Background: an optimization exercise with open tools, aiming at small area and a short achievable clock period. Do not read the settings as production practice.
RTL that was checked went through simulation tests only; none was proved equivalent to the original.
The clock input has no modelled driver; a real chip could not lean on it and would need a root buffer or a full tree.
Power and IR drop assume default switching activity.

==> flow/design.v <==
module pio_ram_emu_responder (
  input  logic       clk,
  input  logic       rst_n,
  input  logic [1:0] rx_pins,
  output logic [1:0] tx_pins,
  output logic       busy,
  output logic       protocol_err
);
  logic        st_rd_q, st_wr_q;   
  logic [3:0]  cnt_q;              
  logic [7:0]  addr_q;             
  logic [3:0]  apos_q;             
  logic        wr_last_q;          
  logic [15:0] data_q;             
  logic [1:0]  tx_q;
  logic        busy_q, err_q;
  logic [15:0] ring [0:15][0:15];   
  logic [3:0]  t_q;                 
  logic        pv_q;                
  logic [15:0] pdn_q;               
  logic [3:0]  pa_q;                
  logic [3:0]  pring_q;             
  logic [3:0]  dpos_q;              
  logic        clq_q;               
  logic        cq_q;                
  logic        cport_q;             
  logic [31:0] wclr_q, wset_q;      
  logic [15:0] rsel_q;              
  logic [3:0]  psel_q;              
  logic [15:0] y_q [0:3];           
  logic        rh_q;                
  logic [1:0]  nu_q;                
  logic [1:0]  w_q;                 
  logic        c3_q;                
  logic        c46_q;               
  logic        hold_q;              
  logic        got_q;               
  logic        hitd_q;              
  wire in_frame = st_rd_q | st_wr_q;
  wire idle     = ~in_frame;
  logic [15:0] port_in [0:3];
  logic [15:0] port_val;
  always_comb begin
    for (int p = 0; p < 4; p++) begin
      port_in[p] = '0;
      for (int r = 0; r < 16; r++) port_in[p] = port_in[p] | ({16{rsel_q[r]}} & ring[r][4*p]);
    end
    port_val = '0;
    for (int p = 0; p < 4; p++) port_val = port_val | ({16{psel_q[p]}} & y_q[p]);
  end
  wire       hit3    = rh_q & (pa_q == {addr_q[1:0], rx_pins});
  wire       hitl    = rh_q & (pa_q == addr_q[3:0]);
  wire       al_late = (apos_q[1:0] == 2'd1);
  wire wr_end = wr_last_q;
  always_ff @(posedge clk) begin
    t_q <= t_q + 4'd1;
    for (int r = 0; r < 16; r++)
      for (int p = 0; p < 16; p++) begin
        if (p == 15 || p == 7)
          ring[r][p] <= ~(ring[r][p-1] | {16{wclr_q[2*r + (p == 7)]}});
        else if (p == 0 || p == 8)
          ring[r][p] <= ~((pdn_q & {16{wset_q[2*r + (p == 8)]}}) | ring[r][(p + 15) % 16]);
        else
          ring[r][p] <= ring[r][p-1];
      end
  end
  always_ff @(posedge clk) begin
    dpos_q  <= dpos_q + 4'd1;
    clq_q   <= pv_q & ~clq_q & ~cq_q & (dpos_q[2:0] == 3'd5);
    cq_q    <= clq_q;
    if (!clq_q) cport_q <= ~dpos_q[3] ^ (dpos_q[2:0] == 3'd7);
    if (cq_q) pv_q <= 1'b0;
    wset_q <= wclr_q;
    for (int i = 0; i < 32; i++)
      wclr_q[i] <= pv_q & ~clq_q & ~cq_q & (dpos_q[2:0] == 3'd5) & ({pring_q, ~dpos_q[3]} == 5'(i));
    if (wr_end && rst_n) begin
      pdn_q   <= ~{data_q[13:0], rx_pins};
      pa_q    <= addr_q[3:0];
      pring_q <= addr_q[7:4];
      pv_q    <= 1'b1;
      dpos_q  <= apos_q + 4'd1;
      clq_q   <= (apos_q[2:0] == 3'd5);
      cq_q    <= 1'b0;
      cport_q <= ~apos_q[3] ^ (apos_q[2:0] == 3'd7);
      for (int i = 0; i < 32; i++)
        wclr_q[i] <= (apos_q[2:0] == 3'd5) & ({addr_q[7:4], ~apos_q[3]} == 5'(i));
    end
  end
  always_ff @(posedge clk) begin
    if (in_frame && cnt_q <= 4'd3) addr_q <= {addr_q[5:0], rx_pins};
    if (cnt_q == 4'd3) apos_q <= {addr_q[1:0], rx_pins} + t_q + 4'd1;
    else               apos_q <= apos_q + 4'd1;
    if (c3_q) begin
      data_q <= port_val;
      got_q  <= (rx_pins == nu_q);
      hitd_q <= hit3;
    end else if (c46_q) begin
      if (got_q ? hitd_q : al_late) data_q <= (got_q | hitl) ? ~pdn_q : port_val;
    end else if (!hold_q) begin
      data_q <= {data_q[13:0], rx_pins};
    end
    for (int p = 0; p < 4; p++) y_q[p] <= port_in[p];
    rh_q <= rsel_q[pring_q];
    nu_q <= -t_q[1:0];
    w_q  <= t_q[3:2] + 2'd1;
    if (cnt_q == 4'd1) begin
      for (int r = 0; r < 16; r++) rsel_q[r] <= ({addr_q[1:0], rx_pins} == 4'(r));
    end
    begin
      logic [1:0] pn;
      pn = rx_pins + w_q;
      if (cnt_q == 4'd2)         for (int p = 0; p < 4; p++) psel_q[p] <= (pn == 2'(p));
      else if (t_q[1:0] == 2'd1) psel_q <= {psel_q[2:0], psel_q[3]};
    end
  end
  always_ff @(posedge clk) begin
    if (!rst_n) begin
      st_rd_q <= 1'b0;
      st_wr_q <= 1'b0;
      wr_last_q <= 1'b0;
      c3_q    <= 1'b0;
      c46_q   <= 1'b0;
      hold_q  <= 1'b0;
      cnt_q   <= '0;
      tx_q    <= 2'b00;
      busy_q  <= 1'b0;
      err_q   <= 1'b0;
    end else begin
      tx_q <= 2'b00;
      wr_last_q <= st_wr_q & (cnt_q == 4'd10);
      c3_q      <= st_rd_q & (cnt_q == 4'd2);
      c46_q     <= st_rd_q & (cnt_q >= 4'd3) & (cnt_q <= 4'd5);
      hold_q    <= st_rd_q ? (cnt_q <= 4'd5) : (idle & (rx_pins == 2'b01));
      if (idle) begin
        cnt_q   <= '0;
        st_rd_q <= (rx_pins == 2'b01);
        st_wr_q <= (rx_pins == 2'b10);
        busy_q  <= (rx_pins == 2'b01) | (rx_pins == 2'b10);
        if (rx_pins == 2'b11) err_q <= 1'b1;
      end else begin
        cnt_q <= cnt_q + 4'd1;
        if (wr_end) begin
          st_wr_q <= 1'b0;
          busy_q  <= 1'b0;
        end
        if (st_rd_q) begin
          if (cnt_q >= 4'd4 && rx_pins != 2'b00) err_q <= 1'b1;
          if (cnt_q == 4'd6) tx_q <= 2'b01;
          if (cnt_q >= 4'd7 && cnt_q <= 4'd14) tx_q <= data_q[15:14];
          if (cnt_q == 4'd15) begin
            st_rd_q <= 1'b0;
            busy_q  <= 1'b0;
          end
        end
      end
    end
  end
  assign tx_pins      = tx_q;
  assign busy         = busy_q;
  assign protocol_err = err_q;
endmodule
Settings: LEC_CHECK=0, CAP_MARGIN=20, CORE_MARGIN=2, CORE_UTILIZATION=72, SETUP_SLACK_MARGIN=2.4, SLEW_MARGIN=20; clock period 4.0 ns.
standard.sh (not shown) runs the stock make flow with config.mk's settings and CLKGATE_MAP_FILE= SYNTH_SCRIPT=/design/flow/synth_recipe.tcl, a recipe that flattens the netlist after the stock synthesis.
==> flow/flow/run.sh <==
#!/bin/bash
# ORFS's standard layout, with its clock tree built by flow/mytree.tcl instead of TritonCTS.
set -euo pipefail
here=$(pwd)
export PRE_CTS_TCL="$here/flow/pre_cts.tcl"
bash standard.sh > "$here/standard_flow.log" 2>&1
Other scripts of this flow, unchanged in this note and not shown: flow/flow/mytree.tcl, flow/flow/pre_cts.tcl
Edit:
--- a/flow/design.v
+++ b/flow/design.v
@@ -104,12 +104,20 @@
     nu_q <= -t_q[1:0];
     w_q  <= t_q[3:2] + 2'd1;
-    if (cnt_q == 4'd1) begin
-      for (int r = 0; r < 16; r++) rsel_q[r] <= ({addr_q[1:0], rx_pins} == 4'(r));
+    begin
+      logic [3:0] ra;
+      case (cnt_q)
+        4'd1:    ra = {addr_q[1:0], rx_pins};
+        4'd2:    ra = addr_q[3:0];
+        4'd3:    ra = addr_q[5:2];
+        default: ra = addr_q[7:4];
+      endcase
+      for (int r = 0; r < 16; r++) rsel_q[r] <= (ra == 4'(r));
     end
     begin
       logic [1:0] pn;
-      pn = rx_pins + w_q;
-      if (cnt_q == 4'd2)         for (int p = 0; p < 4; p++) psel_q[p] <= (pn == 2'(p));
-      else if (t_q[1:0] == 2'd1) psel_q <= {psel_q[2:0], psel_q[3]};
+      logic [3:0] x;
+      x = (cnt_q == 4'd3) ? ({addr_q[1:0], rx_pins} + t_q) : apos_q;
+      pn = (cnt_q == 4'd2) ? (rx_pins + w_q) : x[3:2];
+      for (int p = 0; p < 4; p++) psel_q[p] <= (pn == 2'(p));
     end
   end
Outcome:
- power came out higher by about 2.8%
- setup slack gains 0.030 ns
- global-route usage grows by 2.0 points
- final area decreases by about 0.4%
- worst hold slack is about the same
In every run of this note, the design's own scripts or RTL, not TritonCTS, make the clock network.


// pio_ram_emu_responder: RTL as listed in full above, without the edits since
export LEC_CHECK = 0
export CAP_MARGIN = 20
export CORE_MARGIN = 2
export CORE_UTILIZATION = 65
export SETUP_SLACK_MARGIN = 2.1
export SLEW_MARGIN = 20
create_clock -name core_clock -period 4.0 [get_ports {clk}]
Scripts as last shown in full above: flow/flow/run.sh
Other scripts of this flow, unchanged in this note and not shown: flow/flow/mytree.tcl, flow/flow/pre_cts.tcl
Then changed:
--- a/flow/design.v
+++ b/flow/design.v
@@ -30,13 +30,8 @@
   logic [15:0] y_q [0:3];           
   logic        rh_q;                
   logic [1:0]  nu_q;                
   logic [1:0]  w_q;                 
-  logic        c3_q;                
-  logic        c46_q;               
-  logic        hold_q;              
-  logic        got_q;               
-  logic        hitd_q;              
   wire in_frame = st_rd_q | st_wr_q;
   wire idle     = ~in_frame;
   logic [15:0] port_in [0:3];
   logic [15:0] port_val;
@@ -47,11 +42,12 @@
     end
     port_val = '0;
     for (int p = 0; p < 4; p++) port_val = port_val | ({16{psel_q[p]}} & y_q[p]);
   end
-  wire       hit3    = rh_q & (pa_q == {addr_q[1:0], rx_pins});
-  wire       hitl    = rh_q & (pa_q == addr_q[3:0]);
-  wire       al_late = (apos_q[1:0] == 2'd1);
+  wire [3:0] rd_lo   = (cnt_q == 4'd3) ? {addr_q[1:0], rx_pins} : addr_q[3:0];
+  wire       aligned = (cnt_q == 4'd3) ? (rx_pins == nu_q) : (apos_q[1:0] == 2'd1);
+  wire       cap     = st_rd_q & (cnt_q >= 4'd3) & (cnt_q <= 4'd6) & aligned;
+  wire       hit     = rh_q & (pa_q == rd_lo);
   wire wr_end = wr_last_q;
   always_ff @(posedge clk) begin
     t_q <= t_q + 4'd1;
     for (int r = 0; r < 16; r++)
@@ -89,17 +85,10 @@
   always_ff @(posedge clk) begin
     if (in_frame && cnt_q <= 4'd3) addr_q <= {addr_q[5:0], rx_pins};
     if (cnt_q == 4'd3) apos_q <= {addr_q[1:0], rx_pins} + t_q + 4'd1;
     else               apos_q <= apos_q + 4'd1;
-    if (c3_q) begin
-      data_q <= port_val;
-      got_q  <= (rx_pins == nu_q);
-      hitd_q <= hit3;
-    end else if (c46_q) begin
-      if (got_q ? hitd_q : al_late) data_q <= (got_q | hitl) ? ~pdn_q : port_val;
-    end else if (!hold_q) begin
-      data_q <= {data_q[13:0], rx_pins};
-    end
+    if (cap)                              data_q <= hit ? ~pdn_q : port_val;
+    else if (!(st_rd_q && cnt_q <= 4'd6)) data_q <= {data_q[13:0], rx_pins};
     for (int p = 0; p < 4; p++) y_q[p] <= port_in[p];
     rh_q <= rsel_q[pring_q];
     nu_q <= -t_q[1:0];
     w_q  <= t_q[3:2] + 2'd1;
@@ -117,21 +106,15 @@
     if (!rst_n) begin
       st_rd_q <= 1'b0;
       st_wr_q <= 1'b0;
       wr_last_q <= 1'b0;
-      c3_q    <= 1'b0;
-      c46_q   <= 1'b0;
-      hold_q  <= 1'b0;
       cnt_q   <= '0;
       tx_q    <= 2'b00;
       busy_q  <= 1'b0;
       err_q   <= 1'b0;
     end else begin
       tx_q <= 2'b00;
       wr_last_q <= st_wr_q & (cnt_q == 4'd10);
-      c3_q      <= st_rd_q & (cnt_q == 4'd2);
-      c46_q     <= st_rd_q & (cnt_q >= 4'd3) & (cnt_q <= 4'd5);
-      hold_q    <= st_rd_q ? (cnt_q <= 4'd5) : (idle & (rx_pins == 2'b01));
       if (idle) begin
         cnt_q   <= '0;
         st_rd_q <= (rx_pins == 2'b01);
         st_wr_q <= (rx_pins == 2'b10);
=> Clock power barely changes; cell area stays flat; area after synthesis barely changes; power hardly moves; die area hardly moves; wire length goes down by a few percent; via count goes down slightly; sequential power hardly moves; cell count stays flat; hold slack loses 0.0047 ns; first-iteration DRC count goes down by roughly a tenth; clock skew goes up by 0.011 ns.
Only the layout flow was run in the second run of this note; the RTL was not checked for function there. In every run of this note, the design's own scripts or RTL, not TritonCTS, make the clock network.


== the previous run ==
pio_ram_emu_responder, a different RTL version from the one above (not shown whole).
Size: ~6800 cells after synthesis, about 4300 flip-flops, about 8 I/O pins.
Settings: LEC_CHECK=0, CAP_MARGIN=20, CORE_MARGIN=2, CORE_UTILIZATION=72, SETUP_SLACK_MARGIN=2.3, SLEW_MARGIN=20; clock period 4.0 ns.
Scripts as last shown in full above: flow/flow/run.sh
Other scripts of this flow, unchanged in this note and not shown: flow/flow/mytree.tcl, flow/flow/pre_cts.tcl
The following lists how the current run was set up differently from the previous run:
-- flow/design.v --
<<< the previous run, line 33
  logic        rh_q;               
  logic [1:0]  nu_q;               
  logic [3:0]  woh_q;              
  logic [1:0]  mt_q;               
  logic [1:0]  lk_q [0:3];         
  logic [1:0]  xk_q [0:3];         
  logic [1:0]  yk_q [0:3];         
  logic        al_q;               
  logic        got_q;              
  logic        hitd_q;             
  function automatic logic [1:0] add2(input logic [1:0] a, input logic [1:0] b);
    case ({a, b})
      4'b0000, 4'b0111, 4'b1010, 4'b1101: add2 = 2'd0;
      4'b0001, 4'b0100, 4'b1011, 4'b1110: add2 = 2'd1;
      4'b0010, 4'b0101, 4'b1000, 4'b1111: add2 = 2'd2;
      default:                            add2 = 2'd3;
    endcase
  endfunction
  wire in_frame = st_rd_q | st_wr_q;
  wire idle     = ~in_frame;
>>> the current run, line 33
  logic        rh_q;               
  logic [1:0]  nu_q;               
  logic [1:0]  w_q;                
  logic        al_q;               
  logic        got_q;              
  logic        hitd_q;             
  wire in_frame = st_rd_q | st_wr_q;
  wire idle     = ~in_frame;
<<< the previous run, line 104
      logic [3:0] pos_k [0:3];
      logic [3:0] port_k [0:3];
      logic [3:0] cand [0:3];
      for (int k = 0; k < 4; k++) begin
        pos_k[k] = {add2(addr_q[3:2], xk_q[k]), lk_q[k]};
        for (int p = 0; p < 4; p++) port_k[k][p] = (add2(addr_q[3:2], yk_q[k]) == 2'(p));
      end
      if (cnt_q == 4'd3) apos_q <= pos_k[rx_pins];
      else               apos_q <= apos_q + 4'd1;
      for (int k = 0; k < 4; k++)
        cand[k] = (cnt_q == 4'd2) ? {woh_q[(3 - k) % 4], woh_q[(6 - k) % 4], woh_q[(5 - k) % 4], woh_q[(4 - k) % 4]}
                                  : port_k[k];
      if (cnt_q == 4'd2 || cnt_q == 4'd3) psel_q <= cand[rx_pins];
      else for (int p = 0; p < 4; p++) psel_q[p] <= (apos_q[3:2] == 2'(p));
    end
    for (int r = 0; r < 16; r++)
>>> the current run, line 92
      logic [3:0] pos_k [0:3];
      logic [3:0] port_k [0:3];
      logic [1:0] pn;
      for (int k = 0; k < 4; k++) begin
        logic [3:0] s;
        s = {addr_q[3:2], 2'(k)} + t_q;
        pos_k[k] = s + 4'd1;
        for (int p = 0; p < 4; p++) port_k[k][p] = (s[3:2] == 2'(p));
      end
      if (cnt_q == 4'd3) apos_q <= pos_k[rx_pins];
      else               apos_q <= apos_q + 4'd1;
      pn = rx_pins + w_q;                                  
      case (cnt_q)
        4'd2:    for (int p = 0; p < 4; p++) psel_q[p] <= (pn == 2'(p));
        4'd3:    psel_q <= port_k[rx_pins];
        default: for (int p = 0; p < 4; p++) psel_q[p] <= (apos_q[3:2] == 2'(p));
      endcase
    end
    for (int r = 0; r < 16; r++)
<<< the previous run, line 122
    rh_q <= rsel_q[pring_q];
    nu_q <= -t_q[1:0];
    for (int p = 0; p < 4; p++) woh_q[p] <= ((t_q[3:2] + 2'd1) == 2'(p));
    mt_q <= -(t_q[1:0] + 2'd1);
    for (int k = 0; k < 4; k++) begin
      logic [3:0] a, b;
      a = 4'(k) + t_q + 4'd2;    
      b = 4'(k) + t_q + 4'd1;    
      lk_q[k] <= a[1:0];
      xk_q[k] <= a[3:2];
      yk_q[k] <= b[3:2];
    end
    al_q <= (((cnt_q == 4'd3) ? rx_pins : addr_q[1:0]) == mt_q);
    if (c3_q) begin
      data_q <= port_val;
>>> the current run, line 113
    rh_q <= rsel_q[pring_q];
    nu_q <= -t_q[1:0];
    w_q  <= t_q[3:2] + 2'd1;
    al_q <= (((cnt_q == 4'd3) ? rx_pins : addr_q[1:0]) + t_q[1:0]) == 2'd0;
    if (c3_q) begin
      data_q <= port_val;
==> comparison <==
The current run — power density of the placed cells 9.9 nW/um^2 higher, the previous run as reference
Looking at standard cell core area, the current run sits 1.2% lower than the previous run does.
In the current run the delay of the slowest cell on the worst path turned out 260 ps higher than in the previous run.
Compared the current run against the previous run; initial cell density of the core within noise.
In the tables for the previous run and the current run, global routing met2 resource utilization reads higher with the previous run.
The RTL of the current run was laid out without a check of its function. In every run of this note, the design's own scripts or RTL, not TritonCTS, make the clock network.

static timing again, ports no longer ideal:
In the flow no input, the clock included, has a driving cell. The finished layouts below were timed again as built, in two steps.
Step 1 sets driving cells, clkbuf_16 on the clock port and buf_2 on the other inputs (assumed; they add their load-dependent delay and slew).
Step 2 also shifts input and output timing later by t, the mid clock arrival at the registers, as if the neighbouring blocks saw the same clock.
Three values: ideal, step 1, step 2; two values: the first two.
run | shift t [ns] | slack for setup (ns) | cell pins on the clock port's net
the first run of note 1 | 0.661 | 2.164 / 2.048 / 1.871 | 4
the second run of note 1 | 0.660 | 2.194 / 2.077 / 1.749 | 4
the first run of note 2 | 0.656 | 2.040 / 1.897 / 1.729 | 4
the second run of note 2 | 0.661 | 1.704 / 1.704 / 1.377 | 4
the previous run | 0.655 | 2.230 / 2.051 / 1.826 | 4
the current run | 0.649 | 2.058 / 2.058 / 1.786 | 4
After both steps setup and hold are still met in every run listed. The setup slack of the second run of note 1, which loses most, moves by -0.117 ns with the drivers and by -0.445 ns with both steps.
